Background: an optimization exercise with open tools, aiming at small area, a short achievable clock period and few clock cycles per item. Do not read the settings as production practice.
Where RTL was checked, it was by simulation tests only, not by an equivalence proof against the original.
Function not checked in runs 1, 5 and 6: the RTL went through the layout flow alone.
Power and IR drop assume default switching activity.

**flow/config.mk**
```make
export PLATFORM = sky130hd
export DESIGN_NAME = muldiv_unit
export DESIGN_NICKNAME = muldiv_unit
export VERILOG_FILES = /design/flow/design.v
export SDC_FILE = /design/flow/constraint.sdc
export NUM_CORES = 4
export LEC_CHECK = 0
export CAP_MARGIN = 20
export CORE_MARGIN = 2
export CORE_UTILIZATION = 40
export SLEW_MARGIN = 20
```
**flow/constraint.sdc**
```tcl
create_clock -name core_clock -period 11.0 [get_ports {clk}]
set_input_delay 2.2000 -clock core_clock [delete_from_list [all_inputs] [get_ports {clk}]]
set_output_delay 2.2000 -clock core_clock [all_outputs]
set_load 0.01 [all_outputs]
```
**flow/design.v**
```verilog
module muldiv_unit #(
    parameter int XLEN       = 32,
    parameter int MUL_STAGES = 2
) (
    input  logic            clk,
    input  logic            reset,
    input  logic            flush,
    input  logic            in_valid,
    output logic            in_ready,
    input  logic [2:0]      op,
    input  logic [XLEN-1:0] operand_1,
    input  logic [XLEN-1:0] operand_2,
    output logic            out_valid,
    input  logic            out_ready,
    output logic [XLEN-1:0] result,
    output logic            zero,
    output logic            busy
);
    localparam int W = XLEN + 2;
    logic            r_idle;
    logic            r_busy;
    logic            r_valid;
    logic            r_zero;
    logic            p_prep;     
    logic            p_align;    
    logic            p_div;      
    logic            p_corr;     
    logic            p_neg;      
    logic            p_mul;      
    logic            p_mfix;     
    logic            p_zchk;     
    logic            r_rem;      
    logic            r_mlo;      
    logic            r_mhu;      
    logic            r_aneg;     
    logic            r_bneg;     
    logic            r_qneg;     
    logic            r_bzero;    
    logic            r_last;     
    logic [4:0]      r_cnt;      
    logic            r_bone;     
    logic            r_btwo;     
    logic            r_bsub;     
    logic            r_ninv;     
    logic [W-1:0]    r_x;        
    logic [XLEN-1:0] r_y;        
    logic [XLEN:0]   r_z;        
    function automatic logic [5:0] lzc32(input logic [31:0] v);
        logic [15:0] zf1; logic [15:0] c1;
        logic [7:0]  zf2; logic [15:0] c2;
        logic [3:0]  zf3; logic [11:0] c3;
        logic [1:0]  zf4; logic [7:0]  c4;
        logic        zf5; logic [4:0]  c5;
        for (int i = 0; i < 16; i++) begin
            zf1[i] = ~v[2*i+1] & ~v[2*i];
            c1[i]  = ~v[2*i+1];
        end
        for (int i = 0; i < 8; i++) begin
            zf2[i]     = zf1[2*i+1] & zf1[2*i];
            c2[2*i+:2] = zf1[2*i+1] ? {1'b1, c1[2*i]} : {1'b0, c1[2*i+1]};
        end
        for (int i = 0; i < 4; i++) begin
            zf3[i]     = zf2[2*i+1] & zf2[2*i];
            c3[3*i+:3] = zf2[2*i+1] ? {1'b1, c2[2*(2*i)+:2]} : {1'b0, c2[2*(2*i+1)+:2]};
        end
        for (int i = 0; i < 2; i++) begin
            zf4[i]     = zf3[2*i+1] & zf3[2*i];
            c4[4*i+:4] = zf3[2*i+1] ? {1'b1, c3[3*(2*i)+:3]} : {1'b0, c3[3*(2*i+1)+:3]};
        end
        zf5 = zf4[1] & zf4[0];
        c5  = zf4[1] ? {1'b1, c4[3:0]} : {1'b0, c4[7:4]};
        lzc32 = zf5 ? 6'd32 : {1'b0, c5};
    endfunction
    wire       pa = r_aneg & (&(~r_y[XLEN-2:0] | r_y[XLEN-1:1]));
    wire       pb = r_bneg & (&(~r_z[XLEN-2:0] | r_z[XLEN-1:1]));
    wire [5:0] la = lzc32(r_aneg ? ~r_y : r_y);
    wire [5:0] lb = lzc32(r_bneg ? ~r_z[XLEN-1:0] : r_z[XLEN-1:0]);
    wire       bz = (r_z[XLEN-1:0] == '0);
    logic [5:0] r_la;
    logic [5:0] r_lb;
    logic       r_pa;
    logic       r_pb;
    wire [6:0] jd = {1'b0, r_lb} - {1'b0, r_la} + {6'd0, r_pa} - {6'd0, r_pb};
    wire       sc = jd[6] | r_bzero;
    logic        c_a0;       
    logic        c_bz;       
    logic        c_bz2;      
    logic        c_by;       
    logic        c_bx;       
    logic        c_inv;      
    logic        x_sum;      
    logic        x_quo;      
    logic        x_sh;       
    logic        x_mlo;      
    wire [W-1:0] z_ext = {{(W-XLEN-1){r_z[XLEN]}}, r_z};
    wire [W-1:0] add_a = c_a0 ? '0 : r_x;
    wire [W-1:0] add_b = ({W{c_bz}}  & z_ext)
                       | ({W{c_bz2}} & {z_ext[W-2:0], 1'b0})
                       | ({W{c_by}}  & {{(W-XLEN){r_aneg}}, r_y})
                       | ({W{c_bx}}  & r_x);
    wire [W-1:0] sum   = add_a + (add_b ^ {W{c_inv}}) + {{(W-1){1'b0}}, c_inv};
    wire q = ~sum[W-1];
    wire x_zero = (r_x[XLEN-1:0] == '0);
    logic fin;
    logic zf;
    always_comb begin
        fin = 1'b0;
        zf  = 1'b0;
        if (p_align & sc) begin
            fin = 1'b1;
            zf  = r_rem ? (r_y == '0) : ~r_bzero;
        end
        if (p_div & r_last & ~r_rem & ~r_qneg) begin
            fin = 1'b1;
            zf  = (r_y[XLEN-2:0] == '0) & ~q;
        end
        if (p_mul & r_last & r_mlo) begin
            fin = 1'b1;
            zf  = (r_y[XLEN-1:2] == '0) & (sum[1:0] == 2'b00);
        end
        if (p_neg | p_zchk) begin
            fin = 1'b1;
            zf  = x_zero;
        end
    end
    always_ff @(posedge clk or posedge reset) begin
        if (reset) begin
            r_idle  <= 1'b1;
            r_busy  <= 1'b0;
            r_valid <= 1'b0;
            r_zero  <= 1'b0;
        end else if (flush) begin
            r_idle  <= 1'b1;
            r_busy  <= 1'b0;
            r_valid <= 1'b0;
            r_zero  <= 1'b0;
        end else if (r_idle) begin
            if (in_valid) begin
                r_idle <= 1'b0;
                r_busy <= 1'b1;
            end
        end else if (r_valid) begin
            if (out_ready) begin
                r_idle  <= 1'b1;
                r_busy  <= 1'b0;
                r_valid <= 1'b0;
                r_zero  <= 1'b0;
            end
        end else if (fin) begin
            r_valid <= 1'b1;
            r_zero  <= zf;
        end
    end
    logic       n_prep, n_align, n_div, n_corr, n_neg, n_mul, n_mfix, n_zchk;
    logic       n_last, n_ninv;
    logic       n_bone, n_btwo, n_bsub;
    logic [4:0] n_cnt;
    always_comb begin
        n_prep  = 1'b0;
        n_align = 1'b0;
        n_div   = 1'b0;
        n_corr  = 1'b0;
        n_neg   = 1'b0;
        n_mul   = 1'b0;
        n_mfix  = 1'b0;
        n_zchk  = 1'b0;
        n_last  = r_last;
        n_ninv  = r_ninv;
        n_cnt   = r_cnt;
        n_bone  = r_bone;
        n_btwo  = r_btwo;
        n_bsub  = r_bsub;
        if (r_idle) begin
            n_prep = op[2];
            n_mul  = ~op[2];
            n_cnt  = 5'd15;
            n_last = 1'b0;
            n_bone = operand_1[0];
            n_btwo = operand_1[1] & ~operand_1[0];
            n_bsub = operand_1[1];
        end else begin
            if (p_prep) begin
                n_align = 1'b1;
                n_ninv  = ~r_bneg;
            end
            if (p_align) begin
                n_div  = ~sc;
                n_cnt  = jd[4:0];
                n_last = (jd[4:0] == 5'd0);
            end
            if (p_div) begin
                n_cnt  = r_cnt - 5'd1;
                n_last = (r_cnt == 5'd1);
                n_ninv = q ^ r_bneg;
                if (r_last) begin
                    if (r_rem) begin
                        n_corr = ~q;
                        n_neg  = q & r_aneg;
                        n_zchk = q & ~r_aneg;
                    end else begin
                        n_neg  = r_qneg;
                    end
                end else begin
                    n_div = 1'b1;
                end
            end
            if (p_corr) begin
                n_neg  = r_aneg;
                n_zchk = ~r_aneg;
            end
            if (p_mul) begin
                n_cnt  = r_cnt - 5'd1;
                n_last = (r_cnt == 5'd1);
                n_bone = r_y[2] ^ r_y[1];
                n_btwo = (r_y[3:1] == 3'b100) | (r_y[3:1] == 3'b011);
                n_bsub = r_y[3] & ~(r_y[2] & r_y[1]);
                if (r_last) begin
                    n_mfix = r_mhu;
                    n_zchk = ~r_mhu & ~r_mlo;
                end else begin
                    n_mul = 1'b1;
                end
            end
            if (p_mfix)
                n_zchk = 1'b1;
        end
    end
    wire n_rem  = r_idle ? (op[2] & op[1]) : r_rem;
    wire n_mlo  = r_idle ? (op == 3'b000) : r_mlo;
    wire n_aneg = r_idle ? (op[2] & ~op[0] & operand_1[XLEN-1]) : r_aneg;
    wire n_bneg = r_idle ? (op[2] & ~op[0] & operand_2[XLEN-1]) : r_bneg;
    always_ff @(posedge clk) begin
        p_prep  <= n_prep;
        p_align <= n_align;
        p_div   <= n_div;
        p_corr  <= n_corr;
        p_neg   <= n_neg;
        p_mul   <= n_mul;
        p_mfix  <= n_mfix;
        p_zchk  <= n_zchk;
        r_last  <= n_last;
        r_ninv  <= n_ninv;
        r_cnt   <= n_cnt;
        r_bone  <= n_bone;
        r_btwo  <= n_btwo;
        r_bsub  <= n_bsub;
        r_rem   <= n_rem;
        r_mlo   <= n_mlo;
        r_aneg  <= n_aneg;
        r_bneg  <= n_bneg;
        if (r_idle)
            r_mhu <= (op == 3'b011) & operand_1[XLEN-1];
        if (p_prep) begin
            r_la    <= la;
            r_lb    <= lb;
            r_pa    <= pa;
            r_pb    <= pb;
            r_bzero <= bz;
            r_qneg  <= r_aneg ^ r_bneg;
        end
        c_a0   <= n_prep | n_neg | r_idle;
        c_bz   <= n_div | n_corr | n_mfix | (n_mul & n_bone);
        c_bz2  <= n_mul & n_btwo;
        c_by   <= n_prep;
        c_bx   <= n_neg;
        c_inv  <= (n_prep & n_aneg) | (n_div & n_ninv) | (n_corr & n_bneg) | n_neg
                | (n_mul & n_bsub);
        x_sum  <= n_prep | (n_div & ~(n_last & ~n_rem)) | n_corr | n_neg | n_mfix;
        x_quo  <= n_div & n_last & ~n_rem;
        x_sh   <= n_mul & ~(n_last & n_mlo);
        x_mlo  <= n_mul & n_last & n_mlo;
    end
    wire x_sc = p_align & sc;
    always_ff @(posedge clk) begin
        if (x_sum)
            r_x <= sum;
        else if (x_quo)
            r_x <= {{(W-XLEN){1'b0}}, r_y[XLEN-2:0], q};
        else if (x_sh)
            r_x <= {{2{sum[W-1]}}, sum[W-1:2]};
        else if (x_mlo)
            r_x <= {{(W-XLEN){1'b0}}, sum[1:0], r_y[XLEN-1:2]};
        else if (x_sc)
            r_x <= {{(W-XLEN){1'b0}}, r_rem ? r_y : {XLEN{r_bzero}}};
        if (r_idle)
            r_y <= operand_1;
        else if (p_align)
            r_y <= '0;
        else if (p_div)
            r_y <= {r_y[XLEN-2:0], q};
        else if (p_mul)
            r_y <= {sum[1:0], r_y[XLEN-1:2]};
        if (r_idle)
            r_z <= {((op == 3'b001) | (op[2] & ~op[0])) & operand_2[XLEN-1], operand_2};
        else if (p_align)
            r_z <= r_z << jd[4:0];
        else if (p_div & ~r_last)
            r_z <= {r_z[XLEN], r_z[XLEN:1]};
    end
    assign in_ready  = r_idle;
    assign busy      = r_busy;
    assign out_valid = r_valid;
    assign result    = r_x[XLEN-1:0];
    assign zero      = r_zero;
endmodule
```
**flow/flow/run.sh**
```bash
#!/bin/bash
# Standard ORFS layout (the standard.sh, unchanged synthesis), with
# port buffers of a real drive strength and timing repair aimed below the
# clock period so the achieved period shrinks. Constraints are the standard flow's.
set -euo pipefail
MARGIN=$(cat flow/margin.txt)
bash standard.sh \
  "SETUP_SLACK_MARGIN=${MARGIN}" \
  "BUFFER_PORTS_ARGS=-buffer_cell sky130_fd_sc_hd__buf_4" \
  finish > flow_make.log 2>&1
```
**flow/flow/margin.txt**
```
7.5
```
**flow/standard.sh**
```bash
#!/bin/bash
# synth_recipe.tcl (not shown) runs the flow's synth.tcl, then flattens the netlist and writes it again
# the make line also repeats each setting of config.mk as NAME=value (left out here)
make -C /OpenROAD-flow-scripts/flow DESIGN_CONFIG=/design/flow/config.mk WORK_HOME=/design/flow/orfs CLKGATE_MAP_FILE= SYNTH_SCRIPT=/design/flow/synth_recipe.tcl "${@:-finish}"
```
==> flow_summary.yaml, run 1 <==
layout:
  layout-drive-gt1-share_pct: 24.3
  syn2layout_area_growth_pct: 24.1
  fin_util_pct: 50.1
  final_common_cell: "buf_4"
  fin_area_sq_mm: 0.0187
  antenna_cells: 0
  layout_common_cells: "237 x buf_4, 210 x nand2_1, 178 x a21oi_1"
  fillers: 3564
  fin_nets: 2164
synthesis:
  synth_seq_cells: 150
  synth_cells: 1975
  yosys_warnings: 1
  synth_cell_types: 79
  synth-edff-count: 116
  synth_ff_type: "edfxtp_1"
  synthArstFlopShare_pct: 2.67
  ys_seq_area_share_pct: 27.7
  synth_nets: 2100
  syn_area_per_cell_sq_um: 7.64
  syn-cell-area_sq_mm: 0.0151
drt:
  top_layer_used: "met4"
  vias_per_cell: 6.44
  dr_total_vias: 16500
  dr.first_iter.drc_count: 1968
  antenna_left: 0
  dr_wl_met2_mm: 29.2
  first_pass_iters: 6
  routed_wl_mm: 64.6
  met1_length_mm: 25.5
  wl_met3_mm: 5.89
  route.detailed.drc: 0
  wl_per_cell_um: 25.2
clock_network:
  cts_sinks: 150
  path_clk_slew_ns: 0.08
  cts_made_buffers: 17
  holdBufCountCts: 0
  cts.path.max_buffers: 2
  clockRootBuffer: "clkbuf_16"
  cts_tree: "built"
  htreeDepth: 4
  insertion_delay_ns: 0.47
setup_path:
  endpoint_kind: "flip-flop"
  cp-startpoint: "c_by"
  endpoint: "r_x[31]"
  path_class: "flip-flop to flip-flop"
  timing.critical_path.buf_inv: 2
  worstPathMaxFanout: 8
  path_depth: 15
  cp-start-kind: "flip-flop"
  crit_required_ns: 11.22
  path_delay_family: "compound AO/OA/AOI/OAI gates"
  crit_slowest_cell: "dfxtp_4"
  r2r_cells: 15
  r2r_setup_slack_ns: 7.12
  critPathArrivalTime_ns: 4.10
  crit-reg2reg-launch: "c_by"
  crit_chain: "clkbuf_16 > a22o_1 > a221oi_2 > xnor2_1 > ha_1 > a211oi_2 > o21bai_1 > a221o_1 > a221o_1 > o211a_4 > o31a_1 > buf_6 > nand3_4 > o21ai_2 > or3_1"
  reg2reg_to: "r_x[31]"
  cp_common_cell: "a221o_1"
  crit_path_max_incr_delay_ns: 0.39
run:
  maxCapViolations: 0
run_status:
  status: "finished clean"
power:
  p_comb_share_pct: 59.3
  p_per_area_mw_per_mm2: 206
  p_int_mw: 2.07
  pwr-share-seq_pct: 23.8
  vdd_drop_max_mv: 0.123
  clock_power_share_pct: 16.9
  power_switching_share_pct: 46.3
  power_switching_mw: 1.79
  p_leak_nw: 7.45
floorplan:
  start_util_pct: 40.4
  dieArea_sq_mm: 0.0393
  die_h_um: 198
  ios: 108
  rows: 71
  die_w_um: 198
  coreArea_sq_mm: 0.0374
timing:
  period_needed_ns: 3.88
  fmax_mhz: 258
  slew_headroom_pct: 19.8
  rsz0062_at_grt: "true"
  report.final.slew_viol_count: 0
  worstMarginPinSlew_ns: 1.20
  skew_ns: 0.0157
  final-setup-viol-count: 0
  finalHoldViolCount: 0
  setup-tns-final_ns: 0
  min_period_over_period_pct: 35.3
placed_design:
  portBuffers: 107
  hpwl_mm: 41.1
  gp_congestion: 0.949
  placed_cell_area_sq_mm: 0.0160
grt:
  first_global_vias: 15500
  grt_max_degree: 66
  grt_usage_pct: 32.0
  grt_antenna_before_repair: 0
  grt_pass1_wl_mm: 95.0
  overflow: 0
hold_path:
  whs_path_depth: 2
  hp-class: "flip-flop to flip-flop"
-- Yosys cell counts, drive strengths merged, types with 31 or more instances --
cell    count  area [sq um]
a211oi     33           248
o21ai     134           674
ha         49           613
nor3       57           285
nor2      162           608
a21oi     196           981
nor2b      51           319
and3       31           194
nand2     218           818
a221oi     42           368
clkbuf    168           631
edfxtp    116          3480
inv        76           285
xnor2      51           447
nand3      40           205
a22o       34           298
mux2i      82           821
buf        57           357
-- kinds of logic after synthesis --
logic type	after synthesis	synth area share (%)
buffers and inverters	304	8.50
and+or+nand+nor	670	21.0
xor gates and xnor gates	67	3.89
DFF	150	27.7
adders and majority gates	53	4.59
muxes	98	7.08
AOI/OAI and AO/OA	633	27.2
-- metrics by stage --
stage	hold slack, ns	instances	setup WS, ns	power [mW]
global route	0.535	2563	7.08	4.03
CTS	0.512	2539	7.19	3.58
detailed placement	0.505	2412	6.33	2.63
floorplan	0.477	1975	7.26	2.13
finish	0.523	2563	7.12	3.86
global placement	0.508	2412	6.41	2.63
-- worst min-delay path by stage --
stage	startpoint	endpoint	slack, ns
after floorplan	r_ninv	r_ninv	0.48
after global placement	r_ninv	r_ninv	0.51
after detailed placement	r_ninv	r_ninv	0.50
after CTS	r_ninv	r_ninv	0.51
after global routing	r_ninv	r_ninv	0.54
final	r_ninv	r_ninv	0.52
-- layout make-up --
class	instances	area, sq um	area share, %
Clock buffer	18	439	2.34
Clock inverter	14	180	0.962
Inverter	79	317	1.69
Multi-Input combinational cell	1523	10700	56.9
Sequential cell	150	4200	22.4
Tap cell	511	639	3.41
Timing Repair Buffer	266	2280	12.2
Timing Repair inverter	2	12.5	0.0668
-- flip-flops by register name (all words and copies together) (netlist names), 5 cells and up --
register	flops
r_lb	6
r_x	34
r_la	6
r_y	32
r_cnt	5
r_z	33
-- repair_timing --
action	in CTS	in global routing
cloned	6	2
endpoints found under the setup margin	110	101
pin swaps	42	77
setup buffers	89	22
resized for setup	111	128
-- power by group through the flow --
stage                     registers [mW]  logic [mW]  clock network [mW]
after global placement             0.966        1.66                   0
after floorplan                    0.817        1.31                   0
final                              0.920        2.29               0.654
after global routing               0.924        2.43               0.678
after detailed placement           0.965        1.66                   0
after CTS                          0.910        2.02               0.656
-- routing by layer --
metal | GRT usage (%) | vias up
li1 | - | 7353
met1 | 41.6 | 7900
met3 | 4.19 | 225
met5 | 0 | -
met4 | 17.9 | 0
met2 | 51.3 | 1039
-- worst register-to-register path: stages (launching register included) --
cell and delay, ns:
dfxtp_4 0.39, clkbuf_16 0.19, a22o_1 0.21, a221oi_2 0.20
xnor2_1 0.11, ha_1 0.31, a211oi_2 0.21, o21bai_1 0.10
a221o_1 0.36, a221o_1 0.38, o211a_4 0.27, o31a_1 0.28
buf_6 0.14, nand3_4 0.07, o21ai_2 0.06, or3_1 0.34
==> run 2, diff against run 1 <==
--- a/flow/design.v
+++ b/flow/design.v
@@ -18,3 +18,3 @@
 );
-    localparam int W = XLEN + 2;
+    localparam int W = XLEN + 4;
     logic            r_idle;
@@ -43,2 +43,5 @@
     logic            r_bsub;     
+    logic            r_cone;     
+    logic            r_ctwo;     
+    logic            r_csub;     
     logic            r_ninv;     
@@ -90,2 +93,5 @@
     logic        c_inv;      
+    logic        c_cz;       
+    logic        c_cz2;      
+    logic        c_cinv;     
     logic        x_sum;      
@@ -100,3 +106,10 @@
                        | ({W{c_bx}}  & r_x);
-    wire [W-1:0] sum   = add_a + (add_b ^ {W{c_inv}}) + {{(W-1){1'b0}}, c_inv};
+    wire [W-1:0] add_c = ({W{c_cz}}  & {z_ext[W-3:0], 2'b00})
+                       | ({W{c_cz2}} & {z_ext[W-4:0], 3'b000});
+    wire [W-1:0] pp0   = add_b ^ {W{c_inv}};
+    wire [W-1:0] pp1   = add_c ^ {W{c_cinv}};
+    wire [W-1:0] cs_s  = add_a ^ pp0 ^ pp1;
+    wire [W-1:0] cs_c  = {(add_a[W-2:0] & pp0[W-2:0]) | (add_a[W-2:0] & pp1[W-2:0])
+                          | (pp0[W-2:0] & pp1[W-2:0]), c_inv};
+    wire [W-1:0] sum   = cs_s + cs_c + {{(W-1){1'b0}}, c_cinv};
     wire q = ~sum[W-1];
@@ -118,3 +131,3 @@
             fin = 1'b1;
-            zf  = (r_y[XLEN-1:2] == '0) & (sum[1:0] == 2'b00);
+            zf  = (r_y[XLEN-1:4] == '0) & (sum[3:0] == 4'b0000);
         end
@@ -155,3 +168,3 @@
     logic       n_last, n_ninv;
-    logic       n_bone, n_btwo, n_bsub;
+    logic       n_bone, n_btwo, n_bsub, n_cone, n_ctwo, n_csub;
     logic [4:0] n_cnt;
@@ -172,2 +185,5 @@
         n_bsub  = r_bsub;
+        n_cone  = r_cone;
+        n_ctwo  = r_ctwo;
+        n_csub  = r_csub;
         if (r_idle) begin
@@ -175,3 +191,3 @@
             n_mul  = ~op[2];
-            n_cnt  = 5'd15;
+            n_cnt  = 5'd7;
             n_last = 1'b0;
@@ -180,2 +196,5 @@
             n_bsub = operand_1[1];
+            n_cone = operand_1[2] ^ operand_1[1];
+            n_ctwo = (operand_1[3:1] == 3'b100) | (operand_1[3:1] == 3'b011);
+            n_csub = operand_1[3] & ~(operand_1[2] & operand_1[1]);
         end else begin
@@ -213,5 +232,8 @@
                 n_last = (r_cnt == 5'd1);
-                n_bone = r_y[2] ^ r_y[1];
-                n_btwo = (r_y[3:1] == 3'b100) | (r_y[3:1] == 3'b011);
-                n_bsub = r_y[3] & ~(r_y[2] & r_y[1]);
+                n_bone = r_y[4] ^ r_y[3];
+                n_btwo = (r_y[5:3] == 3'b100) | (r_y[5:3] == 3'b011);
+                n_bsub = r_y[5] & ~(r_y[4] & r_y[3]);
+                n_cone = r_y[6] ^ r_y[5];
+                n_ctwo = (r_y[7:5] == 3'b100) | (r_y[7:5] == 3'b011);
+                n_csub = r_y[7] & ~(r_y[6] & r_y[5]);
                 if (r_last) begin
@@ -246,2 +268,5 @@
         r_bsub  <= n_bsub;
+        r_cone  <= n_cone;
+        r_ctwo  <= n_ctwo;
+        r_csub  <= n_csub;
         r_rem   <= n_rem;
@@ -267,2 +292,5 @@
                 | (n_mul & n_bsub);
+        c_cz   <= n_mul & n_cone;
+        c_cz2  <= n_mul & n_ctwo;
+        c_cinv <= n_mul & n_csub;
         x_sum  <= n_prep | (n_div & ~(n_last & ~n_rem)) | n_corr | n_neg | n_mfix;
@@ -279,5 +307,5 @@
         else if (x_sh)
-            r_x <= {{2{sum[W-1]}}, sum[W-1:2]};
+            r_x <= {{4{sum[W-1]}}, sum[W-1:4]};
         else if (x_mlo)
-            r_x <= {{(W-XLEN){1'b0}}, sum[1:0], r_y[XLEN-1:2]};
+            r_x <= {{(W-XLEN){1'b0}}, sum[3:0], r_y[XLEN-1:4]};
         else if (x_sc)
@@ -291,3 +319,3 @@
         else if (p_mul)
-            r_y <= {sum[1:0], r_y[XLEN-1:2]};
+            r_y <= {sum[3:0], r_y[XLEN-1:4]};
         if (r_idle)
--- a/flow/flow/run.sh
+++ b/flow/flow/run.sh
@@ -4,7 +4,8 @@
 # clock period so the achieved period shrinks. Constraints are the standard flow's.
+# flow/knobs.txt holds extra make variables, one per line.
 set -euo pipefail
-MARGIN=$(cat flow/margin.txt)
+mapfile -t KNOBS < <(grep -v '^#' flow/knobs.txt | grep -v '^$')
 bash standard.sh \
-  "SETUP_SLACK_MARGIN=${MARGIN}" \
   "BUFFER_PORTS_ARGS=-buffer_cell sky130_fd_sc_hd__buf_4" \
+  "${KNOBS[@]}" \
   finish > flow_make.log 2>&1
==> flow/flow/knobs.txt (new file) <==
SETUP_SLACK_MARGIN=6.8
TNS_END_PERCENT=10
removed: flow/flow/margin.txt
==> run 2 against run 1 <==
Still clean on timing, DRC and antenna. Global-route usage shrank 0.70 points. Total power up 30%. Count of clock-buffer cells in the layout shrank 1. Critical path depth is 1 higher. Synthesized cell count grew 8.6%. First-iteration DRC count decreased by 4.5%. Clock power about the same. Register-to-register slack worse by 0.39 ns. Largest cell class unchanged.
==> flow_summary.yaml, run 2 <==
synthesis:
  synth_cell_types: 93
  synth_common_cells: "256 x nand2_1, 182 x a21oi_1, 170 x clkbuf_1"
  synth_nets: 2312
  yosys_warnings: 1
  syn-cell-area_sq_mm: 0.0170
  yosysMostFrequentCell: "nand2_1"
  ys_seq_area_share_pct: 25.7
  synth_top_area_share_pct: 20.9
  syn_area_per_cell_sq_um: 7.91
  synth_seq_cells: 158
  synth_ff_type: "edfxtp_1"
  synth-edff-count: 118
  synth_cells: 2145
  synthTopCellsByArea: "edfxtp_1 21%, nand2_1 5.7%, a21oi_1 5.4%, mux2i_1 4.9%, fa_1 4.6%"
  synthArstFlopShare_pct: 2.53
  synth_area_leader_cell: "edfxtp_1"
grt:
  overflow: 0
  first_global_vias: 16600
  grt_pass1_wl_mm: 103
  grt_usage_pct: 31.3
  grt_max_degree: 67
  grt_antenna_before_repair: 0
layout:
  fin_util_pct: 47.7
  layout-drive-gt1-share_pct: 20.1
  largest_register_ffs: 36
  final_common_cell: "nand2_1"
  fin_nets: 2356
  regMostFlops: "r_x"
  syn2layout_area_growth_pct: 17.9
  fin_area_sq_mm: 0.0200
  layout_common_cells: "253 x nand2_1, 234 x buf_4, 175 x a21oi_1"
  fillers: 4067
  antenna_cells: 0
  reg_top3: "r_x x36, r_z x33, r_y x32"
placed_design:
  hpwl_mm: 47.2
  portBuffers: 107
  gp_congestion: 0.973
  placed_cell_area_sq_mm: 0.0179
power:
  clock_power_share_pct: 13.0
  power_switching_share_pct: 50.4
  power_switching_mw: 2.53
  pwr-share-seq_pct: 20.7
  p_per_area_mw_per_mm2: 251
  vdd_drop_max_mv: 0.163
  p_leak_nw: 8.08
  p_comb_share_pct: 66.3
  p_int_mw: 2.49
setup_path:
  r2r_setup_slack_ns: 6.73
  worstPathMaxFanout: 5
  crit_required_ns: 11.36
  cp-startpoint: "c_bx"
  reg2reg_to: "r_x[30]"
  cp-start-kind: "flip-flop"
  crit-reg2reg-launch: "c_bx"
  r2r_cells: 16
  critPathArrivalTime_ns: 4.63
  crit_path_max_incr_delay_ns: 0.46
  crit_chain: "buf_12 > a22o_1 > a221oi_2 > xor2_1 > fa_1 > inv_2 > ha_4 > and3_4 > and2_1 > a221oi_4 > o221ai_4 > a31oi_4 > o31ai_4 > a31o_2 > o311a_1 > a211oi_2"
  crit_slowest_cell: "fa_1"
  endpoint_kind: "flip-flop"
  endpoint: "r_x[30]"
  path_class: "flip-flop to flip-flop"
timing:
  report.final.slew_viol_count: 0
  finalHoldViolCount: 0
  final-setup-viol-count: 0
  period_needed_ns: 4.27
  min_period_over_period_pct: 38.8
  fmax_mhz: 234
  rsz0062_at_grt: "true"
  worstMarginPinSlew_ns: 1.07
  setup-tns-final_ns: 0
  skew_ns: 0.0177
  slew_headroom_pct: 28.5
floorplan:
  coreArea_sq_mm: 0.0419
  ios: 108
  die_h_um: 210
  start_util_pct: 40.4
  rows: 75
  die_w_um: 210
  dieArea_sq_mm: 0.0441
drt:
  routed_wl_mm: 69.4
  antenna_left: 0
  wl_per_cell_um: 25.3
  first_pass_iters: 5
  dr_total_vias: 17500
  vias_per_cell: 6.38
  route.detailed.drc: 0
  dr.first_iter.drc_count: 1879
hold_path:
  hp-class: "flip-flop to flip-flop"
clock_network:
  cts_made_buffers: 17
  cts_sinks: 158
  path_clk_slew_ns: 0.09
  clockRootBuffer: "clkbuf_16"
  htreeDepth: 4
  holdBufCountCts: 0
  cts.path.max_buffers: 2
  insertion_delay_ns: 0.52
  cts_tree: "built"
run_status:
  status: "finished clean"
run:
  maxCapViolations: 0
## run 2: cell types whose count changed in the layout (fill, tap and decap cells not counted), sizes merged, moves of 9 or more
cell    previous run  this run
nand4             18         9
a21oi            196       182
nor2b             51        25
and3              31        17
fa                 4        39
xnor2             51        63
inv               85       137
nand2            219       256
o221ai            22        10
xor2              16        47
buf              262       249
a22oi             10        60
## run 2: critical path: cells and delay by family (launching register included)
family                   cells  cell delay (ns)
flip-flops                   1             0.42
AO/OA/AOI/OAI                9             2.16
buffers and inverters        2             0.24
AND/OR/NAND/NOR              2             0.36
XOR/XNOR                     1             0.23
adder cells (fa/ha/maj)      2             0.68
## run 2: logic make-up after synthesis
logic type / share of synthesized area (%)
muxes: 7.51
adders and majority gates: 8.73
DFF: 25.7
xor gates and xnor gates: 5.77
and+or+nand+nor: 16.7
AOI/OAI and AO/OA: 26.7
buffers and inverters: 8.81
## run 2: how the worst min path moves through the flow
| stage | to | from | depth (start not counted) | slack, ns |
|---|---|---|---|---|
| floorplan | p_zchk | p_mfix | 2 | 0.48 |
| CTS | p_zchk | p_mfix | 2 | 0.53 |
| global placement | p_zchk | p_mfix | 2 | 0.50 |
| detailed placement | p_zchk | p_mfix | 2 | 0.51 |
| global route | r_cnt[3] | r_cnt[3] | 2 | 0.56 |
| finish | p_zchk | p_mfix | 2 | 0.53 |
## run 2: repair_timing
action / CTS / global route
resized for setup: 69 / 58
pin swaps: 34 / 40
endpoints found under the setup margin: 51 / 50
gates cloned: 2 / 3
setup buffers: 68 / 25
## run 2: final cells by class
cell class,instances,area (sq um),area share [%]
repair inverters,1,5.00,0.0250
inverters,133,512,2.56
repair buffers,252,2040,10.2
multi-input cells,1626,11800,58.8
clock inverters,15,199,0.995
clock buffers,17,425,2.13
well taps,539,674,3.37
flip-flops and latches,158,4390,21.9
## run 2: power groups by stage
stage          Clock [mW]  Sequential (mW)  Combinational [mW]
6_report            0.654             1.04                3.33
5_1_grt             0.680             1.04                3.58
4_1_cts             0.662             1.03                3.09
3_5_place_dp            0             1.11                2.75
3_3_place_gp            0             1.11                2.73
2_1_floorplan           0            0.907                2.13
## run 2: per-stage QoR
step / power [mW] / hold WS [ns] / instances / setup WS [ns]
floorplan: 3.04 / 0.482 / 2145 / 6.71
global placement: 3.84 / 0.501 / 2611 / 5.73
detailed placement: 3.86 / 0.507 / 2611 / 5.81
CTS: 4.78 / 0.525 / 2713 / 6.76
global route: 5.31 / 0.555 / 2741 / 6.59
finish: 5.02 / 0.526 / 2741 / 6.73
## run 2: layer usage
layer,wire length (um),vias up,GRT usage (%),share of wire (%)
met1,28000,8516,40.8,40
met4,4330,0,19.0,6.2
met3,5800,199,4.93,8.4
met5,0,-,0,0
li1,-,7863,-,-
met2,31300,920,49.1,45
Testbench counts of run 2, summed over its fixed seeds: cycles 48,886, ops 4,800.
==> run 3, diff against run 2 <==
==> flow/flow/knobs.txt (replaced) <==
SETUP_SLACK_MARGIN=6.6
TNS_END_PERCENT=5
==> run 3 against run 2 <==
Count of clock-buffer cells in the layout is the same. Register-to-register slack worse by 0.096 ns. Critical path depth fell by 1. Cell area is 1.2% lower. Die area stayed put. Highest routed layer unchanged.
==> flow_summary.yaml, run 3 <==
setup_path:
  reg2reg_to: "r_x[25]"
  endpoint_kind: "flip-flop"
  worstPathMaxFanout: 13
  path_delay_family: "compound AO/OA/AOI/OAI gates"
  endpoint: "r_x[25]"
  crit_path_max_incr_delay_ns: 0.48
  critPathArrivalTime_ns: 4.62
  cp-startpoint: "c_by"
  path_depth: 15
  path_class: "flip-flop to flip-flop"
  crit_required_ns: 11.25
  cp-start-kind: "flip-flop"
  cp_common_cell: "a22o_1"
  r2r_setup_slack_ns: 6.63
  r2r_cells: 15
  timing.critical_path.buf_inv: 1
  crit_slowest_cell: "fa_1"
  crit_chain: "clkbuf_16 > a22o_1 > a221oi_2 > xnor2_1 > fa_1 > ha_4 > and4_1 > o2bb2ai_2 > o41ai_4 > o21ai_4 > a21o_1 > a211oi_2 > nor2_1 > a221o_1 > a22o_1"
  crit-reg2reg-launch: "c_by"
grt:
  grt_max_degree: 67
  overflow: 0
  first_global_vias: 16100
  grt_pass1_wl_mm: 101
  grt_antenna_before_repair: 0
  grt_usage_pct: 30.3
timing:
  report.final.slew_viol_count: 0
  min_period_over_period_pct: 39.7
  slew_headroom_pct: 23.6
  rsz0062_at_grt: "true"
  period_needed_ns: 4.37
  worstMarginPinSlew_ns: 1.14
  fmax_mhz: 229
  finalWorstSetupSlack_ns: 6.63
  final-setup-viol-count: 0
  finalHoldViolCount: 0
  setup-tns-final_ns: 0
  skew_ns: 0.0114
layout:
  final_common_cell: "nand2_1"
  fin_nets: 2345
  regMostFlops: "r_x"
  fin_area_sq_mm: 0.0198
  reg_top3: "r_x x36, r_z x33, r_y x32"
  largest_register_ffs: 36
  layout-drive-gt1-share_pct: 18.8
  fin_util_pct: 47.1
  layout_common_cells: "256 x nand2_1, 226 x buf_4, 173 x a21oi_1"
  syn2layout_area_growth_pct: 16.4
power:
  p_comb_share_pct: 66.1
  p_per_area_mw_per_mm2: 248
  p_leak_nw: 8.01
  power_switching_mw: 2.46
  total_power_mw: 4.90
  power_switching_share_pct: 50.1
  vdd_drop_max_mv: 0.135
  clock_power_share_pct: 12.7
  pwr-share-seq_pct: 21.2
  p_int_mw: 2.44
run_status:
  status: "finished clean"
drt:
  first_pass_iters: 6
  antenna_left: 0
  dr.first_iter.drc_count: 1873
  route.detailed.drc: 0
  dr_total_vias: 17300
  vias_per_cell: 6.35
  wl_per_cell_um: 24.9
  routed_wl_mm: 67.9
floorplan:
  die_w_um: 210
  rows: 75
  die_h_um: 210
  dieArea_sq_mm: 0.0441
  coreArea_sq_mm: 0.0419
  start_util_pct: 40.4
  ios: 108
synthesis:
  synthTopCellsByArea: "edfxtp_1 21%, nand2_1 5.7%, a21oi_1 5.4%, mux2i_1 4.9%, fa_1 4.6%"
  yosysMostFrequentCell: "nand2_1"
  ys_seq_area_share_pct: 25.7
  synthArstFlopShare_pct: 2.53
  syn_area_per_cell_sq_um: 7.91
  synth_ff_type: "edfxtp_1"
  syn-cell-area_sq_mm: 0.0170
  synth_common_cells: "256 x nand2_1, 182 x a21oi_1, 170 x clkbuf_1"
  synth_nets: 2312
  synth_area_leader_cell: "edfxtp_1"
  yosys_warnings: 1
  synth_cells: 2145
  synth_top_area_share_pct: 20.9
  synth-edff-count: 118
  synth_seq_cells: 158
  synth_cell_types: 93
clock_network:
  cts_made_buffers: 17
  clockRootBuffer: "clkbuf_16"
  cts_tree: "built"
  htreeDepth: 4
  insertion_delay_ns: 0.50
  cts_sinks: 158
  path_clk_slew_ns: 0.07
  cts.path.max_buffers: 2
  holdBufCountCts: 0
hold_path:
  hp-class: "flip-flop to flip-flop"
placed_design:
  placed_cell_area_sq_mm: 0.0179
  dpl_worst_slack_ns: 5.97
  gp_congestion: 0.976
  hpwl_mm: 47.3
  portBuffers: 107
run:
  maxCapViolations: 0
## run 3: cell counts after synthesis
No cell type changed its count.
## run 3: power by group through the flow
| stage | Sequential [mW] | Clock, mW | Combinational, mW |
|---|---|---|---|
| 2_1_floorplan | 0.907 | 0 | 2.10 |
| 3_3_place_gp | 1.09 | 0 | 2.74 |
| 5_1_grt | 1.05 | 0.649 | 3.49 |
| 4_1_cts | 1.05 | 0.631 | 2.97 |
| 6_report | 1.04 | 0.622 | 3.24 |
| 3_5_place_dp | 1.09 | 0 | 2.75 |
## run 3: kinds of logic (layout without fill, tap and decap cells)
group                      count (synthesis)  after routing  share of synthesized area (%)
DFF                                      158            158                           25.7
muxes                                    110            110                           7.51
xor gates and xnor gates                 110            110                           5.77
buffers and inverters                    361            407                           8.81
other                                      0              1                              0
and+or+nand+nor                          632            632                           16.7
AOI/OAI and AO/OA                        679            679                           26.7
adders and majority gates                 95             95                           8.73
## run 3: layer usage
metal | GRT usage (%) | vias to the layer above | share of wire [%]
met5 | 0 | - | 0
li1 | - | 7820 | -
met4 | 17.4 | 0 | 6.3
met2 | 47.0 | 893 | 45
met1 | 39.8 | 8449 | 41
met3 | 5.60 | 175 | 8.3
## run 3: worst min-delay path: cells and delay by family (launching register included)
family	cells	cell delay [ns]
AND/OR/NAND/NOR	1	0.04
flip-flops	1	0.31
AO/OA/AOI/OAI	1	0.13
## run 3: how the worst min path moves through the flow
stage	start	cells after the start	to	slack (ns)
2_1_floorplan	p_mfix	2	p_zchk	0.48
3_3_place_gp	c_by	0	r_la[5]	0.45
3_5_place_dp	c_by	0	r_lb[5]	0.46
4_1_cts	c_by	0	r_lb[5]	0.51
5_1_grt	r_cnt[3]	2	r_cnt[3]	0.54
6_report	p_mfix	2	p_zchk	0.52
## run 3: per-stage QoR
stage | std cells | hold slack (ns)
floorplan | 2145 | 0.482
global placement | 2614 | 0.452
detailed placement | 2614 | 0.461
CTS | 2691 | 0.512
global route | 2730 | 0.540
finish | 2731 | 0.524
## run 3: what timing repair did
item	4_1_cts	5_1_grt
gates cloned	1	4
setup buffers	44	35
setup endpoints to repair	40	42
gates resized for setup	41	68
pin swaps	17	25
hold endpoints to repair	0	0
## run 3: area by class of cell
| type | count | area, sq um |
|---|---|---|
| diodes | 1 | 2.50 |
| clock buffers | 17 | 425 |
| clock inverters | 15 | 154 |
| fillers | 4124 | 22200 |
| inverters | 133 | 509 |
| multi-input cells | 1626 | 11600 |
| flip-flops and latches | 158 | 4380 |
| well taps | 539 | 674 |
| repair buffers | 241 | 1960 |
| repair inverters | 1 | 5.00 |
==> run 4, diff against run 3 <==
==> flow/flow/run.sh (replaced) <==
#!/bin/bash
# Standard ORFS layout (the standard.sh, unchanged synthesis), with
# port buffers of a real drive strength and timing repair aimed below the
# clock period so the achieved period shrinks. Constraints are the standard flow's.
set -euo pipefail
MARGIN=$(cat flow/margin.txt)
bash standard.sh \
  "SETUP_SLACK_MARGIN=${MARGIN}" \
  "BUFFER_PORTS_ARGS=-buffer_cell sky130_fd_sc_hd__buf_4" \
  finish > flow_make.log 2>&1
==> flow/flow/margin.txt (new file) <==
7.5
removed: flow/flow/knobs.txt
==> run 4 against run 3 <==
Clock skew is 0.0045 ns higher. Die area stayed put. Sequential cell count stayed put. Register-to-register slack better by 0.07 ns. Clock power is 1% higher. Synthesized cell count stayed put. Cell area is 12% higher. Fmax is 1.6% higher. Critical path depth is 6 higher. Critical endpoint is now c_inv.
==> flow_summary.yaml, run 4 <==
layout:
  fillers: 3864
  final_common_cell: "buf_4"
  reg_top3: "r_x x36, r_z x33, r_y x32"
  layout-drive-gt1-share_pct: 29.9
  layout_common_cells: "285 x buf_4, 240 x nand2_1, 156 x a21oi_1"
  regMostFlops: "r_x"
  fin_nets: 2460
  largest_register_ffs: 36
  multi_input_area_sq_mm: 0.0127
  fin_area_sq_mm: 0.0222
  ff_latch_area_sq_mm: 0.00439
  fin_util_pct: 52.9
  syn2layout_area_growth_pct: 30.7
grt:
  grt_max_degree: 67
  first_global_vias: 16800
  grt_pass1_wl_mm: 107
  overflow: 0
  grt_antenna_before_repair: 1
  grt_usage_pct: 32.5
placed_design:
  portBuffers: 107
  hpwl_mm: 47.2
  dpl_worst_slack_ns: 5.82
  placed_cell_area_sq_mm: 0.0180
  gp_congestion: 0.958
synthesis:
  ys_seq_area_share_pct: 25.7
  synth_common_cells: "256 x nand2_1, 182 x a21oi_1, 170 x clkbuf_1"
  synthArstFlopShare_pct: 2.53
  synth_top_area_share_pct: 20.9
  synth_area_leader_cell: "edfxtp_1"
  synth_seq_cells: 158
  syn-cell-area_sq_mm: 0.0170
  synth_cells: 2145
  synthTopCellsByArea: "edfxtp_1 21%, nand2_1 5.7%, a21oi_1 5.4%, mux2i_1 4.9%, fa_1 4.6%"
  synth-edff-count: 118
  yosys_warnings: 1
  synth_cell_types: 93
  syn_area_per_cell_sq_um: 7.91
  yosysMostFrequentCell: "nand2_1"
  synth_ff_type: "edfxtp_1"
  synth_nets: 2312
floorplan:
  coreArea_sq_mm: 0.0419
  dieArea_sq_mm: 0.0441
  die_w_um: 210
  ios: 108
  rows: 75
  start_util_pct: 40.4
  die_h_um: 210
power:
  p_per_area_mw_per_mm2: 268
  p_leak_nw: 8.91
  total_power_mw: 5.95
  vdd_drop_max_mv: 0.135
timing:
  setup-tns-final_ns: 0
  skew_ns: 0.0159
  slew_headroom_pct: 28.1
  finalWorstSetupSlack_ns: 6.70
  fmax_mhz: 233
  period_needed_ns: 4.30
  worstMarginPinSlew_ns: 1.07
  rsz0062_at_grt: "true"
  report.final.slew_viol_count: 0
  finalHoldViolCount: 0
  final-setup-viol-count: 0
  min_period_over_period_pct: 39.1
drt:
  wl_per_cell_um: 25.9
  dr_wl_met2_mm: 33.4
  met1_length_mm: 28.8
  antenna_left: 0
  first_pass_iters: 6
  vias_per_cell: 6.37
  dr.first_iter.drc_count: 2117
  dr_total_vias: 18100
  route.detailed.drc: 0
  routed_wl_mm: 73.8
  top_layer_used: "met4"
  wl_met3_mm: 6.68
clock_network:
  clockRootBuffer: "clkbuf_16"
  cts_sinks: 158
  cts.path.max_buffers: 2
  cts_tree: "built"
  insertion_delay_ns: 0.51
  path_clk_slew_ns: 0.08
  cts_made_buffers: 17
  htreeDepth: 4
  holdBufCountCts: 0
run:
  maxCapViolations: 0
hold_path:
  hp-class: "flip-flop to flip-flop"
setup_path:
  worstPathMaxFanout: 5
  path_class: "flip-flop to flip-flop"
  endpoint_kind: "flip-flop"
  crit_required_ns: 11.37
  critPathArrivalTime_ns: 4.67
  cp-start-kind: "flip-flop"
run_status:
  status: "finished clean"
==> run 4: cell families after synthesis <==
logic type / share of synthesized area, %
mux: 7.51
simple gates: 16.7
xor+xnor: 5.77
buf+inv: 8.81
fa+ha+maj: 8.73
compound gates: 26.7
flops: 25.7
==> run 4: path summary, 6_finish.rpt <==
path | from | end | slack [ns] | cells after the start
hold / removal | p_mfix | p_zchk | 0.52 | 2
min in group asynchronous | reset | r_busy | 1.57 | 2
max in group asynchronous | reset | r_idle | 9.18 | 2
setup reg to reg | c_bx | c_inv | 6.70 | 21
hold reg to reg | p_mfix | p_zchk | 0.52 | 2
setup / recovery | c_bx | c_inv | 6.70 | 21
==> run 4: cell type report <==
| class | count | area share, % |
|---|---|---|
| multi-input cells | 1628 | 57.5 |
| flip-flops and latches | 158 | 19.8 |
| repair buffers | 354 | 14.6 |
| well taps | 539 | 3.04 |
| inverters | 133 | 2.36 |
| clock buffers | 19 | 2.05 |
| clock inverters | 13 | 0.592 |
| repair inverters | 1 | 0.0339 |
| diodes | 2 | 0.0226 |
==> run 4: metrics by stage <==
stage	hold WS, ns	cells
global route	0.545	2845
CTS	0.515	2781
global placement	0.500	2610
detailed placement	0.502	2610
finish	0.516	2847
floorplan	0.482	2145
==> run 4: layer usage <==
layer	vias up	track usage, %
met5	-	0
met4	0	19.8
met3	231	5.59
met2	1038	51.2
met1	8773	41.9
li1	8086	-
==> run 4: report_power, final <==
part	switching, mW	leakage (nW)	total (mW)	internal [mW]
registers	0.205	1.57	1.03	0.821
clock network	0.315	0.291	0.630	0.315
logic	2.36	7.05	4.30	1.94
==> run 4: worst max-delay path, stage by stage (launching register included) <==
cell,delay (ns)
dfxtp_4,0.40
buf_12,0.15
a22o_1,0.22
a221oi_2,0.20
xor2_1,0.25
fa_1,0.46
inv_2,0.10
ha_4,0.21
and4_4,0.17
o2bb2ai_4,0.13
o41ai_4,0.27
buf_4,0.19
o21ai_4,0.08
a211oi_4,0.21
buf_6,0.16
o31ai_4,0.08
buf_6,0.15
xor2_4,0.15
buf_6,0.17
buf_6,0.11
a31oi_4,0.16
o2111ai_2,0.11
==> run 4: timing repair <==
action,in CTS,in global routing
gates cloned,7,5
setup endpoints to repair,120,124
setup buffers,132,59
pin swaps,73,69
resized for setup,209,166
==> run 5, diff against run 4 <==
--- a/flow/design.v
+++ b/flow/design.v
@@ -88,9 +88,14 @@
     logic        c_a0;       
-    logic        c_bz;       
-    logic        c_bz2;      
-    logic        c_by;       
-    logic        c_bx;       
+    logic        c_bzp;      
+    logic        c_bzn;      
+    logic        c_bz2p;     
+    logic        c_bz2n;     
+    logic        c_byp;      
+    logic        c_byn;      
+    logic        c_bxn;      
     logic        c_inv;      
-    logic        c_cz;       
-    logic        c_cz2;      
+    logic        c_czp;      
+    logic        c_czn;      
+    logic        c_cz2p;     
+    logic        c_cz2n;     
     logic        c_cinv;     
@@ -102,10 +107,13 @@
     wire [W-1:0] add_a = c_a0 ? '0 : r_x;
-    wire [W-1:0] add_b = ({W{c_bz}}  & z_ext)
-                       | ({W{c_bz2}} & {z_ext[W-2:0], 1'b0})
-                       | ({W{c_by}}  & {{(W-XLEN){r_aneg}}, r_y})
-                       | ({W{c_bx}}  & r_x);
-    wire [W-1:0] add_c = ({W{c_cz}}  & {z_ext[W-3:0], 2'b00})
-                       | ({W{c_cz2}} & {z_ext[W-4:0], 3'b000});
-    wire [W-1:0] pp0   = add_b ^ {W{c_inv}};
-    wire [W-1:0] pp1   = add_c ^ {W{c_cinv}};
+    wire [W-1:0] src_z  = z_ext;
+    wire [W-1:0] src_z2 = {z_ext[W-2:0], 1'b0};
+    wire [W-1:0] src_y  = {{(W-XLEN){r_aneg}}, r_y};
+    wire [W-1:0] src_z4 = {z_ext[W-3:0], 2'b00};
+    wire [W-1:0] src_z8 = {z_ext[W-4:0], 3'b000};
+    wire [W-1:0] pp0   = ({W{c_bzp}}  & src_z)  | ({W{c_bzn}}  & ~src_z)
+                       | ({W{c_bz2p}} & src_z2) | ({W{c_bz2n}} & ~src_z2)
+                       | ({W{c_byp}}  & src_y)  | ({W{c_byn}}  & ~src_y)
+                       | ({W{c_bxn}}  & ~r_x);
+    wire [W-1:0] pp1   = ({W{c_czp}}  & src_z4) | ({W{c_czn}}  & ~src_z4)
+                       | ({W{c_cz2p}} & src_z8) | ({W{c_cz2n}} & ~src_z8);
     wire [W-1:0] cs_s  = add_a ^ pp0 ^ pp1;
@@ -286,10 +294,15 @@
         c_a0   <= n_prep | n_neg | r_idle;
-        c_bz   <= n_div | n_corr | n_mfix | (n_mul & n_bone);
-        c_bz2  <= n_mul & n_btwo;
-        c_by   <= n_prep;
-        c_bx   <= n_neg;
+        c_bzp  <= (n_div & ~n_ninv) | (n_corr & ~n_bneg) | n_mfix | (n_mul & n_bone & ~n_bsub);
+        c_bzn  <= (n_div & n_ninv) | (n_corr & n_bneg) | (n_mul & n_bone & n_bsub);
+        c_bz2p <= n_mul & n_btwo & ~n_bsub;
+        c_bz2n <= n_mul & n_btwo & n_bsub;
+        c_byp  <= n_prep & ~n_aneg;
+        c_byn  <= n_prep & n_aneg;
+        c_bxn  <= n_neg;
         c_inv  <= (n_prep & n_aneg) | (n_div & n_ninv) | (n_corr & n_bneg) | n_neg
                 | (n_mul & n_bsub);
-        c_cz   <= n_mul & n_cone;
-        c_cz2  <= n_mul & n_ctwo;
+        c_czp  <= n_mul & n_cone & ~n_csub;
+        c_czn  <= n_mul & n_cone & n_csub;
+        c_cz2p <= n_mul & n_ctwo & ~n_csub;
+        c_cz2n <= n_mul & n_ctwo & n_csub;
         c_cinv <= n_mul & n_csub;
--- a/flow/flow/run.sh
+++ b/flow/flow/run.sh
@@ -4,7 +4,8 @@
 # clock period so the achieved period shrinks. Constraints are the standard flow's.
+# flow/knobs.txt holds extra make variables, one per line.
 set -euo pipefail
-MARGIN=$(cat flow/margin.txt)
+mapfile -t KNOBS < <(grep -v '^#' flow/knobs.txt | grep -v '^$')
 bash standard.sh \
-  "SETUP_SLACK_MARGIN=${MARGIN}" \
   "BUFFER_PORTS_ARGS=-buffer_cell sky130_fd_sc_hd__buf_4" \
+  "${KNOBS[@]}" \
   finish > flow_make.log 2>&1
==> flow/flow/knobs.txt (new file) <==
SETUP_SLACK_MARGIN=7.5
removed: flow/flow/margin.txt
==> run 5 against run 4 <==
Wire length down 1.9%. Cell area down 1.7%. Count of clock-buffer cells in the layout unchanged. Sequential share of layout area up 0.98 points. Global-route usage down 1.5 points. Register-to-register slack worse by 0.17 ns. Via count up 1.7%. Die area up 3.2%. Synthesized area up 3.3%. Clock power up 2%. Worst setup slack worse by 0.17 ns. Largest cell class unchanged. Largest power group unchanged. Highest routed layer unchanged.
==> flow_summary.yaml, run 5 <==
setup_path:
  crit_path_max_incr_delay_ns: 0.62
  timing.critical_path.buf_inv: 3
  critPathArrivalTime_ns: 4.77
  path_delay_family: "compound AO/OA/AOI/OAI gates"
  crit_slowest_cell: "edfxtp_1"
  path_class: "flip-flop to flip-flop"
  crit_required_ns: 11.31
  cp-start-kind: "flip-flop"
  endpoint_kind: "flip-flop"
  crit_chain: "mux2i_2 > o2111ai_2 > fa_1 > ha_4 > buf_4 > and3_4 > nand3_2 > o21a_1 > o21ai_2 > a21oi_4 > buf_4 > buf_6 > o21a_1 > o31ai_4 > xor2_2 > nand2_1 > o31ai_1"
  worstPathMaxFanout: 4
drt:
  antenna_left: 0
  first_pass_iters: 6
  wl_per_cell_um: 25.3
  dr.first_iter.drc_count: 2580
  route.detailed.drc: 0
  routed_wl_mm: 72.5
  dr_total_vias: 18400
  vias_per_cell: 6.45
run:
  maxCapViolations: 0
placed_design:
  hpwl_mm: 46.4
  gp_congestion: 0.957
  place_inst: 2678
  placed_cell_area_sq_mm: 0.0185
  portBuffers: 107
layout:
  layout-drive-gt1-share_pct: 24.4
  multi_input_area_sq_mm: 0.0129
  layout_common_cells: "247 x buf_4, 243 x nand2_1, 210 x mux2i_1"
  final_common_cell: "buf_4"
  ff_latch_area_sq_mm: 0.00453
  reg_top3: "r_x x36, r_z x33, r_y x32"
  finalNonFillerCells: 2859
  fin_area_sq_mm: 0.0218
  syn2layout_area_growth_pct: 24.4
  fillers: 4004
  largest_register_ffs: 36
  regMostFlops: "r_x"
  antenna_cells: 0
  fin_nets: 2428
power:
  vdd_drop_max_mv: 0.129
  p_leak_nw: 8.96
  total_power_mw: 5.36
  p_per_area_mw_per_mm2: 246
synthesis:
  synth_common_cells: "255 x nand2_1, 223 x mux2i_1, 180 x a21oi_1"
  synth_ff_type: "edfxtp_1"
  synthTopCellsByArea: "edfxtp_1 20%, mux2i_1 13%, nand2_1 5.5%, a21oi_1 5.1%, dfxtp_1 4.8%"
  synth_seq_cells: 164
  ys_seq_area_share_pct: 25.6
  yosysMostFrequentCell: "nand2_1"
  synth-edff-count: 118
  syn_area_per_cell_sq_um: 8.03
  synth_nets: 2349
  yosys_warnings: 1
  synth.area.mux_share_pct: 15.1
  syn-cell-area_sq_mm: 0.0175
  synth_cell_types: 79
  synthAdderAreaFrac_pct: 8.50
  synth_compound_area_share_pct: 22.8
  synth_top_family_by_area: "compound AO/OA/AOI/OAI gates"
  synth_xor_area_share_pct: 2.32
  synth_cells: 2182
  synth_top_area_share_pct: 20.2
  yosys.area_share.simple_pct: 17.9
  synthArstFlopShare_pct: 2.44
  synth_area_leader_cell: "edfxtp_1"
clock_network:
  path_clk_slew_ns: 0.08
  cts.path.max_buffers: 2
  cts_made_buffers: 17
  cts_tree: "built"
  cts_sinks: 164
  htreeDepth: 4
  clockRootBuffer: "clkbuf_16"
  insertion_delay_ns: 0.47
  holdBufCountCts: 0
timing:
  rsz0062_at_grt: "true"
  slew_headroom_pct: 34.0
  min_period_over_period_pct: 40.6
  skew_ns: 0.0126
  hold_slack_ns: 0.485
  setup-tns-final_ns: 0
  fmax_mhz: 224
  worstMarginPinSlew_ns: 0.988
  period_needed_ns: 4.46
  final-setup-viol-count: 0
  report.final.slew_viol_count: 0
  finalHoldViolCount: 0
hold_path:
  hp-class: "flip-flop to flip-flop"
floorplan:
  coreArea_sq_mm: 0.0432
  rows: 76
  die_w_um: 213
  dieArea_sq_mm: 0.0455
  die_h_um: 213
  ios: 108
  start_util_pct: 40.6
grt:
  grt_max_degree: 66
  grt_usage_pct: 31.0
  grt_antenna_before_repair: 0
  overflow: 0
  first_global_vias: 17100
  grt_pass1_wl_mm: 106
run_status:
  status: "finished clean"
-- run 5: layout make-up --
type                    instances  area share, %
multi-input cells            1690           59.0
flip-flops and latches        164           20.8
repair buffers                301           12.3
well taps                     585           3.36
clock buffers                  19           2.13
inverters                      84           1.64
clock inverters                13          0.637
repair inverters                3          0.143
-- run 5: cell families after synthesis --
family	Yosys count
compound gates	626
xor+xnor	44
fa+ha+maj	95
buf+inv	329
flops	164
mux	248
simple gates	676
-- run 5: through the flow --
stage,setup WS (ns),util [%]
2_1_floorplan,7.07,-
3_3_place_gp,5.91,43.0
3_5_place_dp,5.82,43.0
4_1_cts,6.69,48.4
5_1_grt,6.45,50.5
6_report,6.54,50.5
-- run 5: layer usage --
layer	vias to the layer above	GRT usage (%)	part of all wire (%)
met1	8846	39.1	37
met5	-	0	0
met3	318	6.16	10
met2	1161	48.8	45
met4	0	19.7	8.0
li1	8115	-	-
-- run 5: final timing paths --
kind,cells after the start,from,slack (ns),to
max,17,r_z[5],6.54,r_x[31]
min,1,p_mfix,0.48,p_zchk
max reg2reg,17,r_z[5],6.54,r_x[31]
min reg2reg,1,p_mfix,0.48,p_zchk
max in group asynchronous,2,reset,9.16,r_idle
min in group asynchronous,2,reset,1.62,r_valid
-- run 5: repair_timing --
| item | in CTS | in global routing |
|---|---|---|
| gates cloned | 6 | 2 |
| endpoints found under the hold margin | 0 | 0 |
| setup endpoints to repair | 120 | 114 |
| buffers inserted | 105 | 35 |
| pin swaps | 58 | 90 |
| gates resized for setup | 153 | 139 |
-- run 5: power breakdown --
part	internal (mW)	switching, mW	leakage, nW
Sequential	0.841	0.222	1.63
Clock	0.339	0.303	0.293
Combinational	1.57	2.09	7.04
Total	2.75	2.61	8.96
==> run 6, diff against run 5 <==
--- a/flow/design.v
+++ b/flow/design.v
@@ -24,3 +24,2 @@
     logic            p_prep;     
-    logic            p_align;    
     logic            p_div;      
@@ -30,3 +29,2 @@
     logic            p_mfix;     
-    logic            p_zchk;     
     logic            r_rem;      
@@ -38,2 +36,3 @@
     logic            r_bzero;    
+    logic            r_first;    
     logic            r_last;     
@@ -76,7 +75,9 @@
     endfunction
-    wire       pa = r_aneg & (&(~r_y[XLEN-2:0] | r_y[XLEN-1:1]));
-    wire       pb = r_bneg & (&(~r_z[XLEN-2:0] | r_z[XLEN-1:1]));
-    wire [5:0] la = lzc32(r_aneg ? ~r_y : r_y);
-    wire [5:0] lb = lzc32(r_bneg ? ~r_z[XLEN-1:0] : r_z[XLEN-1:0]);
-    wire       bz = (r_z[XLEN-1:0] == '0);
+    wire       in_aneg = op[2] & ~op[0] & operand_1[XLEN-1];
+    wire       in_bneg = op[2] & ~op[0] & operand_2[XLEN-1];
+    wire       pa = in_aneg & (&(~operand_1[XLEN-2:0] | operand_1[XLEN-1:1]));
+    wire       pb = in_bneg & (&(~operand_2[XLEN-2:0] | operand_2[XLEN-1:1]));
+    wire [5:0] la = lzc32(in_aneg ? ~operand_1 : operand_1);
+    wire [5:0] lb = lzc32(in_bneg ? ~operand_2 : operand_2);
+    wire       bz = (operand_2 == '0);
     logic [5:0] r_la;
@@ -122,4 +123,11 @@
     wire [W-1:0] sum   = cs_s + cs_c + {{(W-1){1'b0}}, c_cinv};
+    wire [W-1:0] zt = cs_s ^ cs_c;
+    wire [W-1:0] zk = cs_s | cs_c;
+    wire [W-1:1] zok = ~(zt[W-1:1] ^ zk[W-2:0]);
+    wire [4:0]   zlow = {1'b0, cs_s[3:0]} + {1'b0, cs_c[3:0]} + {4'd0, c_cinv};
+    wire         sum_lo_zero = (zt[0] == c_cinv) & (&zok[XLEN-1:1]);
+    wire         sum_hi_zero = (zt[4] == zlow[4]) & (&zok[W-1:5]);
     wire q = ~sum[W-1];
     wire x_zero = (r_x[XLEN-1:0] == '0);
+    wire [XLEN-1:0] y_quo = {r_y[XLEN-2:0] & {(XLEN-1){~r_first}}, q};
     logic fin;
@@ -129,3 +137,3 @@
         zf  = 1'b0;
-        if (p_align & sc) begin
+        if (p_prep & sc) begin
             fin = 1'b1;
@@ -135,3 +143,3 @@
             fin = 1'b1;
-            zf  = (r_y[XLEN-2:0] == '0) & ~q;
+            zf  = (y_quo[XLEN-1:1] == '0) & ~q;
         end
@@ -141,3 +149,15 @@
         end
-        if (p_neg | p_zchk) begin
+        if (p_mul & r_last & ~r_mlo & ~r_mhu) begin
+            fin = 1'b1;
+            zf  = sum_hi_zero;
+        end
+        if (p_div & r_last & r_rem & q & ~r_aneg) begin
+            fin = 1'b1;
+            zf  = sum_lo_zero;
+        end
+        if ((p_corr & ~r_aneg) | p_mfix) begin
+            fin = 1'b1;
+            zf  = sum_lo_zero;
+        end
+        if (p_neg) begin
             fin = 1'b1;
@@ -174,3 +194,3 @@
     end
-    logic       n_prep, n_align, n_div, n_corr, n_neg, n_mul, n_mfix, n_zchk;
+    logic       n_prep, n_div, n_corr, n_neg, n_mul, n_mfix;
     logic       n_last, n_ninv;
@@ -180,3 +200,2 @@
         n_prep  = 1'b0;
-        n_align = 1'b0;
         n_div   = 1'b0;
@@ -186,3 +205,2 @@
         n_mfix  = 1'b0;
-        n_zchk  = 1'b0;
         n_last  = r_last;
@@ -209,6 +227,3 @@
             if (p_prep) begin
-                n_align = 1'b1;
-                n_ninv  = ~r_bneg;
-            end
-            if (p_align) begin
+                n_ninv = ~r_bneg;
                 n_div  = ~sc;
@@ -225,3 +240,2 @@
                         n_neg  = q & r_aneg;
-                        n_zchk = q & ~r_aneg;
                     end else begin
@@ -235,3 +249,2 @@
                 n_neg  = r_aneg;
-                n_zchk = ~r_aneg;
             end
@@ -248,3 +261,2 @@
                     n_mfix = r_mhu;
-                    n_zchk = ~r_mhu & ~r_mlo;
                 end else begin
@@ -253,4 +265,2 @@
             end
-            if (p_mfix)
-                n_zchk = 1'b1;
         end
@@ -263,3 +273,2 @@
         p_prep  <= n_prep;
-        p_align <= n_align;
         p_div   <= n_div;
@@ -269,3 +278,2 @@
         p_mfix  <= n_mfix;
-        p_zchk  <= n_zchk;
         r_last  <= n_last;
@@ -285,10 +293,10 @@
             r_mhu <= (op == 3'b011) & operand_1[XLEN-1];
-        if (p_prep) begin
-            r_la    <= la;
-            r_lb    <= lb;
-            r_pa    <= pa;
-            r_pb    <= pb;
-            r_bzero <= bz;
-            r_qneg  <= r_aneg ^ r_bneg;
-        end
+        r_la    <= la;
+        r_lb    <= lb;
+        r_pa    <= pa;
+        r_pb    <= pb;
+        r_bzero <= bz;
+        if (r_idle)
+            r_qneg <= in_aneg ^ in_bneg;
+        r_first <= p_prep;
         c_a0   <= n_prep | n_neg | r_idle;
@@ -313,8 +321,10 @@
     end
-    wire x_sc = p_align & sc;
+    wire x_sc = p_prep & sc;
     always_ff @(posedge clk) begin
-        if (x_sum)
+        if (x_sc)
+            r_x <= {{(W-XLEN){1'b0}}, r_rem ? r_y : {XLEN{r_bzero}}};
+        else if (x_sum)
             r_x <= sum;
         else if (x_quo)
-            r_x <= {{(W-XLEN){1'b0}}, r_y[XLEN-2:0], q};
+            r_x <= {{(W-XLEN){1'b0}}, y_quo};
         else if (x_sh)
@@ -323,10 +333,6 @@
             r_x <= {{(W-XLEN){1'b0}}, sum[3:0], r_y[XLEN-1:4]};
-        else if (x_sc)
-            r_x <= {{(W-XLEN){1'b0}}, r_rem ? r_y : {XLEN{r_bzero}}};
         if (r_idle)
             r_y <= operand_1;
-        else if (p_align)
-            r_y <= '0;
         else if (p_div)
-            r_y <= {r_y[XLEN-2:0], q};
+            r_y <= y_quo;
         else if (p_mul)
@@ -335,3 +341,3 @@
             r_z <= {((op == 3'b001) | (op[2] & ~op[0])) & operand_2[XLEN-1], operand_2};
-        else if (p_align)
+        else if (p_prep)
             r_z <= r_z << jd[4:0];
==> run 6 against run 5 <==
Now fails the layout checks on max-capacitance violations, max-slew violations. Synthesized cell count increased by 6.8%. Die area is 4.7% higher. Via count rose by 8.0%.
==> flow_summary.yaml, run 6 <==
power:
  p_comb_share_pct: 70.2
  vdd_drop_max_mv: 0.145
  p_per_area_mw_per_mm2: 228
  total_power_mw: 5.59
  p_int_mw: 2.90
  pwr-share-seq_pct: 19.0
  power_switching_mw: 2.69
grt:
  grt_antenna_before_repair: 3
  first_global_vias: 18600
  grt_max_degree: 95
  grt_usage_pct: 32.7
clock_network:
  holdBufCountCts: 0
  path_clk_slew_ns: 0.07
  clockRootBuffer: "clkbuf_16"
  cts_made_buffers: 17
synthesis:
  synth_cells: 2330
  synth_cell_types: 91
  synth_seq_cells: 163
  yosys_warnings: 1
  synth-edff-count: 99
  synth_top_area_share_pct: 16.2
  synth_common_cells: "236 x nand2_1, 206 x mux2i_1, 184 x a21oi_1"
layout:
  final_common_cell: "buf_4"
  reg_top3: "r_x x36, r_z x33, r_y x32"
  syn2layout_area_growth_pct: 33.4
  layout_common_cells: "302 x buf_4, 212 x nand2_1, 175 x mux2i_1"
  regMostFlops: "r_x"
drt:
  wl_met3_mm: 10.1
  dr.first_iter.drc_count: 2510
  vias_per_cell: 6.41
  routed_wl_mm: 81.3
  antenna_left: 0
  top_layer_used: "met4"
setup_path:
  path_delay_family: "compound AO/OA/AOI/OAI gates"
  crit_required_ns: 11.17
  cp-start-kind: "flip-flop"
  crit_chain: "mux2i_2 > o2111ai_2 > fa_1 > fa_2 > fa_2 > a21oi_4 > o22ai_4 > o211ai_1 > buf_4 > buf_6 > a2111oi_4 > buf_4 > o31ai_2 > nand2b_1 > a21oi_2 > xor2_1 > o211a_1 > a221oi_2"
  critPathArrivalTime_ns: 4.70
timing:
  worstMarginPinSlew_ns: 1.71
  min_period_over_period_pct: 41.3
  period_needed_ns: 4.54
  final-setup-viol-count: 0
  report.final.slew_viol_count: 7
  setup-tns-final_ns: 0
run_status:
  status: "finished with violations"
  so.violations: "max-capacitance violations, max-slew violations"
run:
  maxCapViolations: 1
floorplan:
  start_util_pct: 40.5
  rows: 78
[run 6: worst register-to-register path, stage by stage (launching register included)]
cell and delay [ns]:
edfxtp_1 0.47, mux2i_2 0.29, o2111ai_2 0.16, fa_1 0.49
fa_2 0.39, fa_2 0.41, a21oi_4 0.20, o22ai_4 0.10
o211ai_1 0.21, buf_4 0.16, buf_6 0.10, a2111oi_4 0.10
buf_4 0.20, o31ai_2 0.27, nand2b_1 0.12, a21oi_2 0.14
xor2_1 0.21, o211a_1 0.18, a221oi_2 0.04
[run 6: cells by family (layout without fill, tap and decap cells)]
family	after synthesis	count (layout)	share of synthesized area, %
AND/OR/NAND/NOR	689	692	17.9
AO/OA/AOI/OAI	629	629	22.0
buffers and inverters	409	584	9.18
multiplexers	232	232	13.3
flip-flops	163	163	23.3
adder cells (fa/ha/maj)	130	130	10.5
XOR/XNOR	78	78	3.88
other	0	2	0
[run 6: worst paths after layout]
kind                                 to  cells past startpoint  slack (ns)  startpoint
worst min register to register   r_ninv                      2        0.50      r_ninv
max in group asynchronous        r_idle                      2        9.15       reset
worst max register to register  r_x[26]                     18        6.46      r_z[0]
worst min-delay path             r_ninv                      2        0.50      r_ninv
worst max-delay path            r_x[26]                     18        6.46      r_z[0]
min in group asynchronous        r_busy                      2        1.62       reset
[run 6: layout make-up]
type,instances,area (sq um)
fill,4099,20900
multi-input combinational,1761,14700
sequential,163,4290
timing repair buffer,391,3570
tap,600,751
inverter,158,618
clock buffer,20,447
clock inverter,12,118
timing repair inverter,3,23.8
antenna,2,5.00
[run 6: power groups by stage]
stage	Combinational (mW)	Clock [mW]	Sequential, mW
floorplan	1.96	0	0.908
global placement	2.53	0	1.12
detailed placement	2.54	0	1.12
CTS	3.30	0.608	1.04
global route	4.13	0.632	1.06
finish	3.93	0.604	1.06
[run 6: routing by layer]
layer,global-route usage (%),up-vias
li1,-,8669
met1,45.1,9626
met2,48.4,1360
met3,7.13,267
met4,15.4,0
met5,0,-
[run 6: repair_timing]
action                                  4_1_cts  5_1_grt
cloned                                        6        6
setup buffers                               180       66
gates resized for setup                     283      245
pin swaps                                   131      143
endpoints found under the setup margin      129      122
[run 6: metrics by stage]
stage | worst slack [ns] | util (%) | hold slack [ns] | instance area, sq um | std cells
after floorplan | 7.05 | - | 0.329 | 18900 | 2330
after global placement | 5.94 | 42.7 | 0.471 | 19400 | 2817
after detailed placement | 5.88 | 42.7 | 0.480 | 19400 | 2817
after CTS | 6.61 | 50.2 | 0.497 | 22800 | 3035
after global routing | 6.31 | 54.0 | 0.538 | 24500 | 3108
final | 6.46 | 54.0 | 0.499 | 24500 | 3110

Check on run 6: ideal ports give 6.462 ns setup slack; a clkbuf_16 on the clock port and buf_2 on the inputs give 6.462 ns; moving port delays by the midpoint clock arrival (0.508 ns) as well gives 6.462 ns.
